This is an optimization exercise on Yosys and OpenROAD, whose aim is small area, not a production implementation. In this exercise RTL edits were held to simulation tests only and were not proved equivalent to the original. Power is estimated from default activity; no workload was simulated.

## run A
Design pcie_cfg_top, start of the top module:
module pcie_cfg_top
#(
    parameter logic [31:0] CLEAR_INTERVAL = CLEAR_INTERVAL_DEFAULT
)
(
    input  logic        clk_pcie,
    input  logic        rst,
    input  logic        i_cmd_valid,
    input  logic [63:0] i_cmd_data,
    input  logic        i_rsp_full,
    input  logic        i_mgmt_done,
    input  logic [31:0] i_mgmt_do,
    input  logic [15:0] i_func_id,
    input  logic [15:0] i_link_status,
    output logic        o_cmd_ready,
    output logic        o_rsp_valid,
    output logic [31:0] o_rsp_data,
    output logic        o_mgmt_rd_en,
    output logic        o_mgmt_wr_en,
    output logic [31:0] o_mgmt_di,
    output logic [9:0]  o_mgmt_dwaddr,
    output logic [3:0]  o_mgmt_byte_en,
    output logic        o_mgmt_wr_readonly,
    output logic        o_mgmt_wr_rw1c,
    output logic [63:0] o_dsn
);
==> flow/config.mk <==
export PLATFORM = sky130hd
export DESIGN_NAME = pcie_cfg_top
export DESIGN_NICKNAME = pcie_cfg_top
export VERILOG_FILES = /design/flow/design.v
export SDC_FILE = /design/flow/constraint.sdc
export NUM_CORES = 4
export LEC_CHECK = 0
export CAP_MARGIN = 20
export CORE_AREA = 10 10 165 165
export DIE_AREA = 0 0 175 175
export PLACE_DENSITY = 0.8
export SLEW_MARGIN = 20
export SYNTH_HIERARCHICAL = 1
export BUFFER_PORTS_ARGS = -buffer_cell sky130_fd_sc_hd__buf_1
export CTS_ARGS = -sink_clustering_enable -repair_clock_nets -dont_use_dummy_load -buf_list {sky130_fd_sc_hd__clkbuf_4} -sink_clustering_size 9 -sink_clustering_max_diameter 40
==> flow/constraint.sdc <==
create_clock -name core_clock -period 5.0 [get_ports {clk_pcie}]
set_input_delay 1.0000 -clock core_clock [delete_from_list [all_inputs] [get_ports {clk_pcie}]]
set_output_delay 1.0000 -clock core_clock [all_outputs]
set_load 0.01 [all_outputs]
standard.sh (not shown) runs the stock make flow with config.mk's settings and CLKGATE_MAP_FILE= SYNTH_SCRIPT=/design/flow/synth_recipe.tcl, a recipe that flattens the netlist after the stock synthesis.
==> flow/flow/run.sh <==
#!/bin/bash
# Standard layout, with the ports buffered by the smallest buffer and a lighter clock tree
set -o pipefail
cat >> config.mk <<'EOC'
export BUFFER_PORTS_ARGS = -buffer_cell sky130_fd_sc_hd__buf_1
export CTS_ARGS = -sink_clustering_enable -repair_clock_nets -dont_use_dummy_load -buf_list {sky130_fd_sc_hd__clkbuf_4} -sink_clustering_size 9 -sink_clustering_max_diameter 40
EOC
bash standard.sh > standard_run.log 2>&1
diff inputs: run A => run B
- PLACE_DENSITY removed (was 0.8)
- CAP_MARGIN changed from 20 to 10
- REMOVE_ABC_BUFFERS newly set to 1
- SLEW_MARGIN changed from 20 to 10
- DIE_AREA changed from 0 0 175 175 to 0 0 290 290
- GPL_TIMING_DRIVEN newly set to 0
- CTS_ARGS changed from -sink_clustering_enable -repair_clock_nets -dont_use_dummy_load -buf_list {sky130_fd_sc_hd__clkbuf_4} -sink_clustering_size 9 -sink_clustering_max_diameter 40 to -sink_clustering_enable -repair_clock_nets -dont_use_dummy_load -buf_list {sky130_fd_sc_hd__clkbuf_8} -sink_clustering_size 16 -sink_clustering_max_diameter 60
- CORE_AREA changed from 10 10 165 165 to 10 10 280 280
==> flow/flow/run.sh <==
#!/bin/bash
# Standard layout, with the ports buffered by the smallest buffer and a lighter clock tree
set -o pipefail
cat >> config.mk <<'EOC'
export REMOVE_ABC_BUFFERS = 1
export BUFFER_PORTS_ARGS = -buffer_cell sky130_fd_sc_hd__buf_1
export CTS_ARGS = -sink_clustering_enable -repair_clock_nets -dont_use_dummy_load -buf_list {sky130_fd_sc_hd__clkbuf_8} -sink_clustering_size 16 -sink_clustering_max_diameter 60
EOC
bash standard.sh > standard_run.log 2>&1
==> comparison <==
- Run B: done, clean on timing, DRC and antenna
- Run B vs. run A: proportion of power drawn by the clock network picked up an extra 3.4 points; layout clock buffer count lost about 27%.
- | final layout net count | higher: run A |
- Class of the worst hold path = flop to flop: run B; class of the worst hold path = input port to flop: run A
The following lists how run C was set up differently from run B:
- CTS_ARGS changed from -sink_clustering_enable -repair_clock_nets -dont_use_dummy_load -buf_list {sky130_fd_sc_hd__clkbuf_8} -sink_clustering_size 16 -sink_clustering_max_diameter 60 to -sink_clustering_enable -repair_clock_nets -dont_use_dummy_load -buf_list {sky130_fd_sc_hd__clkbuf_8} -sink_clustering_size 20 -sink_clustering_max_diameter 50
- DIE_AREA changed from 0 0 290 290 to 0 0 190 190
- CAP_MARGIN changed from 10 to 20
- SLEW_MARGIN changed from 10 to 20
- REMOVE_ABC_BUFFERS removed (was 1)
- CORE_AREA changed from 10 10 280 280 to 10 10 180 180
- PLACE_DENSITY newly set to 0.7
- GPL_TIMING_DRIVEN removed (was 0)
==> flow/flow/run.sh <==
#!/bin/bash
# Standard layout, with the ports buffered by the smallest buffer and a lighter clock tree
set -o pipefail
cat >> config.mk <<'EOC'
export BUFFER_PORTS_ARGS = -buffer_cell sky130_fd_sc_hd__buf_1
export CTS_ARGS = -sink_clustering_enable -repair_clock_nets -dont_use_dummy_load -buf_list {sky130_fd_sc_hd__clkbuf_8} -sink_clustering_size 20 -sink_clustering_max_diameter 50
EOC
bash standard.sh > standard_run.log 2>&1
Notes after the runs:
Across run C and run B, none had a timing, DRC or antenna violation.
Side by side, share of total power in combinational logic turned out lower in run C than in run B.
Setup slack: run C more than run B
On maximum clock frequency, run B loses to run C.

---

v27:
Starting RTL as in the previous note.
## pcie_cfg_top
module pcie_cfg_top
#(
    parameter logic [31:0] CLEAR_INTERVAL = CLEAR_INTERVAL_DEFAULT
)
(
    input  logic        clk_pcie,
    input  logic        rst,
    input  logic        i_cmd_valid,
    input  logic [63:0] i_cmd_data,
    input  logic        i_rsp_full,
    input  logic        i_mgmt_done,
    input  logic [31:0] i_mgmt_do,
    input  logic [15:0] i_func_id,
    input  logic [15:0] i_link_status,
    output logic        o_cmd_ready,
    output logic        o_rsp_valid,
    output logic [31:0] o_rsp_data,
    output logic        o_mgmt_rd_en,
    output logic        o_mgmt_wr_en,
    output logic [31:0] o_mgmt_di,
    output logic [9:0]  o_mgmt_dwaddr,
    output logic [3:0]  o_mgmt_byte_en,
    output logic        o_mgmt_wr_readonly,
    output logic        o_mgmt_wr_rw1c,
    output logic [63:0] o_dsn
);
    localparam logic [255:0] RW_RESET =
        (256'(RW_MAGIC)               << RW_POS_MAGIC) |
        (256'(32'(RW_MAP_BITS / 8))   << RW_POS_BYTE_COUNT) |
        (256'(DSN_DEFAULT)            << RW_POS_DSN) |
        (256'(BYTE_EN_DEFAULT)        << RW_POS_MGMT_BYTE_EN) |
        (256'(CLEAR_INTERVAL)         << RW_POS_CLEAR_INTERVAL);
    localparam logic [255:0] LOAD_MASK =
        (256'(32'hffffffff) << RW_POS_MGMT_DI) |
        (256'(16'hffff)     << RW_POS_MGMT_DWADDR) |
        (256'(1)            << RW_POS_CFG_WR_EN);
    localparam logic [255:0] LOAD_VAL =
        (256'(CLEAR_DI)      << RW_POS_MGMT_DI) |
        (256'(CLEAR_DWADDR)  << RW_POS_MGMT_DWADDR) |
        (256'(CLEAR_BYTE_EN) << RW_POS_MGMT_BYTE_EN) |
        (256'(1)             << RW_POS_CFG_WR_EN);
    logic [255:0] rw_map;
    logic         st_rd, st_wr;      
    logic         rb_valid;
  ...
Settings: LEC_CHECK=0, CAP_MARGIN=20, CORE_AREA=10 10 280 280, DIE_AREA=0 0 290 290, SLEW_MARGIN=20, SYNTH_HIERARCHICAL=1, BUFFER_PORTS_ARGS=-buffer_cell sky130_fd_sc_hd__buf_1, CTS_ARGS=-sink_clustering_enable -repair_clock_nets -dont_use_dummy_load -buf_list {sky130_fd_sc_hd__clkbuf_16} -sink_clustering_size 32 -sink_clustering_max_diameter 80; clock period 5.0 ns.
==> flow/flow/run.sh <==
#!/bin/bash
# Standard layout, with the ports buffered by the smallest buffer and a lighter clock tree
set -o pipefail
cat >> config.mk <<'EOC'
export BUFFER_PORTS_ARGS = -buffer_cell sky130_fd_sc_hd__buf_1
export CTS_ARGS = -sink_clustering_enable -repair_clock_nets -dont_use_dummy_load -buf_list {sky130_fd_sc_hd__clkbuf_16} -sink_clustering_size 32 -sink_clustering_max_diameter 80
EOC
bash standard.sh > standard_run.log 2>&1
Having completed the whole flow, v27 delivered a layout that passed the timing, DRC and antenna checks.
Changes in v29 relative to v27:
- CTS_ARGS changed from -sink_clustering_enable -repair_clock_nets -dont_use_dummy_load -buf_list {sky130_fd_sc_hd__clkbuf_16} -sink_clustering_size 32 -sink_clustering_max_diameter 80 to -sink_clustering_enable -repair_clock_nets -dont_use_dummy_load -buf_list {sky130_fd_sc_hd__clkbuf_8} -sink_clustering_size 16 -sink_clustering_max_diameter 60
==> flow/flow/run.sh <==
#!/bin/bash
# Standard layout, with the ports buffered by the smallest buffer and a lighter clock tree
set -o pipefail
cat >> config.mk <<'EOC'
export BUFFER_PORTS_ARGS = -buffer_cell sky130_fd_sc_hd__buf_1
export CTS_ARGS = -sink_clustering_enable -repair_clock_nets -dont_use_dummy_load -buf_list {sky130_fd_sc_hd__clkbuf_8} -sink_clustering_size 16 -sink_clustering_max_diameter 60
EOC
bash standard.sh > standard_run.log 2>&1
--- outcome ---
v29 went all the way through synthesis, placement and routing and the layout is clean on timing, DRC and antenna.
Looking at multi-input combinational area share, v29 sits 0.32 points higher than v27 does.
From v27 to v29 the numbers moved as follows: share of total power in combinational logic +0.6 points, total of max-cap violations ~0 delta, routed wire length +about 0.9%, final instance area -0.72%, fmax ~0 delta.
v29 vs v27, share of post-route cells with drive strength above 1 went up by 0.42 points.
What v2 does differently from v29 at the input level:
- changing CORE_AREA from 10 10 280 280 to 10 10 180 180
- changing DIE_AREA from 0 0 290 290 to 0 0 190 190
- setting PLACE_DENSITY to 0.7 for the first time
Findings:
- Per the comparison of v2 with v29, via count of the first global-routing pass rose by about 4.3%, non-clock buffer count fell by 19, power density of the placed cells rose by 2.5%.
- Sequential share of cell area ended up 1.8 points higher on v2 than on v29.
- Between v29 and v2, the clock tree buffer count of the final layout is lower for v2.
- Between v29 and v2, combinational power is lower for v2, v29 comes in above that.
- v2 vs. v29: detailed-route wire length per cell picked up an extra 1.7 microns, final total power decreased 130 uW, design area saw a decrease, core box area lower.
- First-iteration DRC count (higher): v29
The inputs of v19 differ from those of v2 as listed below.
- a change of SLEW_MARGIN from 20 to 0
- a change of CAP_MARGIN from 20 to 0
### Flow results
- v19: full flow OK, the timing, DRC and antenna checks passed
- On routed length per placed instance, v19 and v2 are neck and neck.
- Diff v19..v2 | post-route total power | negligible
- In terms of routed wire length, v2 and v19 differ only marginally.
- Compared with v2, v19 shows a final period utilization that is 0.54 points lower.

## re-timing with driven ports
The results above use ideal ports. As a check the final layouts listed here were re-extracted and re-timed, cells and wires unchanged.
Step 1 sets driving cells, clkbuf_16 on the clock port and buf_2 on the other inputs (assumed; they add their load-dependent delay and slew).
Step 2 moves the port delays by t, midway between the first and last clock arrival at a register: inputs arrive t later, outputs are due t later. That takes back most of the time a late clock gives input paths.
Slacks: no drivers / after step 1 / after step 2; pairs: no drivers / after step 1.
| run | t (ns) | slack for setup (ns) | hold slack, ns |
|---|---|---|---|
| run A | 0.712 | 1.241 / 1.264 / 0.552 | 0.472 / 0.450 / 0.478 |
| run B | 0.650 | 0.152 / 0.176 / -0.474 | 0.469 / 0.469 / 0.469 |
| run C | 0.596 | 1.181 / 1.200 / 0.604 | 0.474 / 0.474 / 0.474 |
| v27 | 0.619 | 1.309 / 1.319 / 0.700 | 0.476 / 0.476 / 0.476 |
| v29 | 0.650 | 1.309 / 1.315 / 0.665 | 0.476 / 0.476 / 0.476 |
| v2 | 0.585 | 1.131 / 1.155 / 0.570 | 0.478 / 0.478 / 0.478 |
| v19 | 0.585 | 1.157 / 1.181 / 0.596 | 0.479 / 0.479 / 0.479 |
Met with ideal ports but missed after step 2: setup timing in run B. The setup slack of run A, which loses most, moves by +0.023 ns with the drivers and by -0.689 ns with both steps.
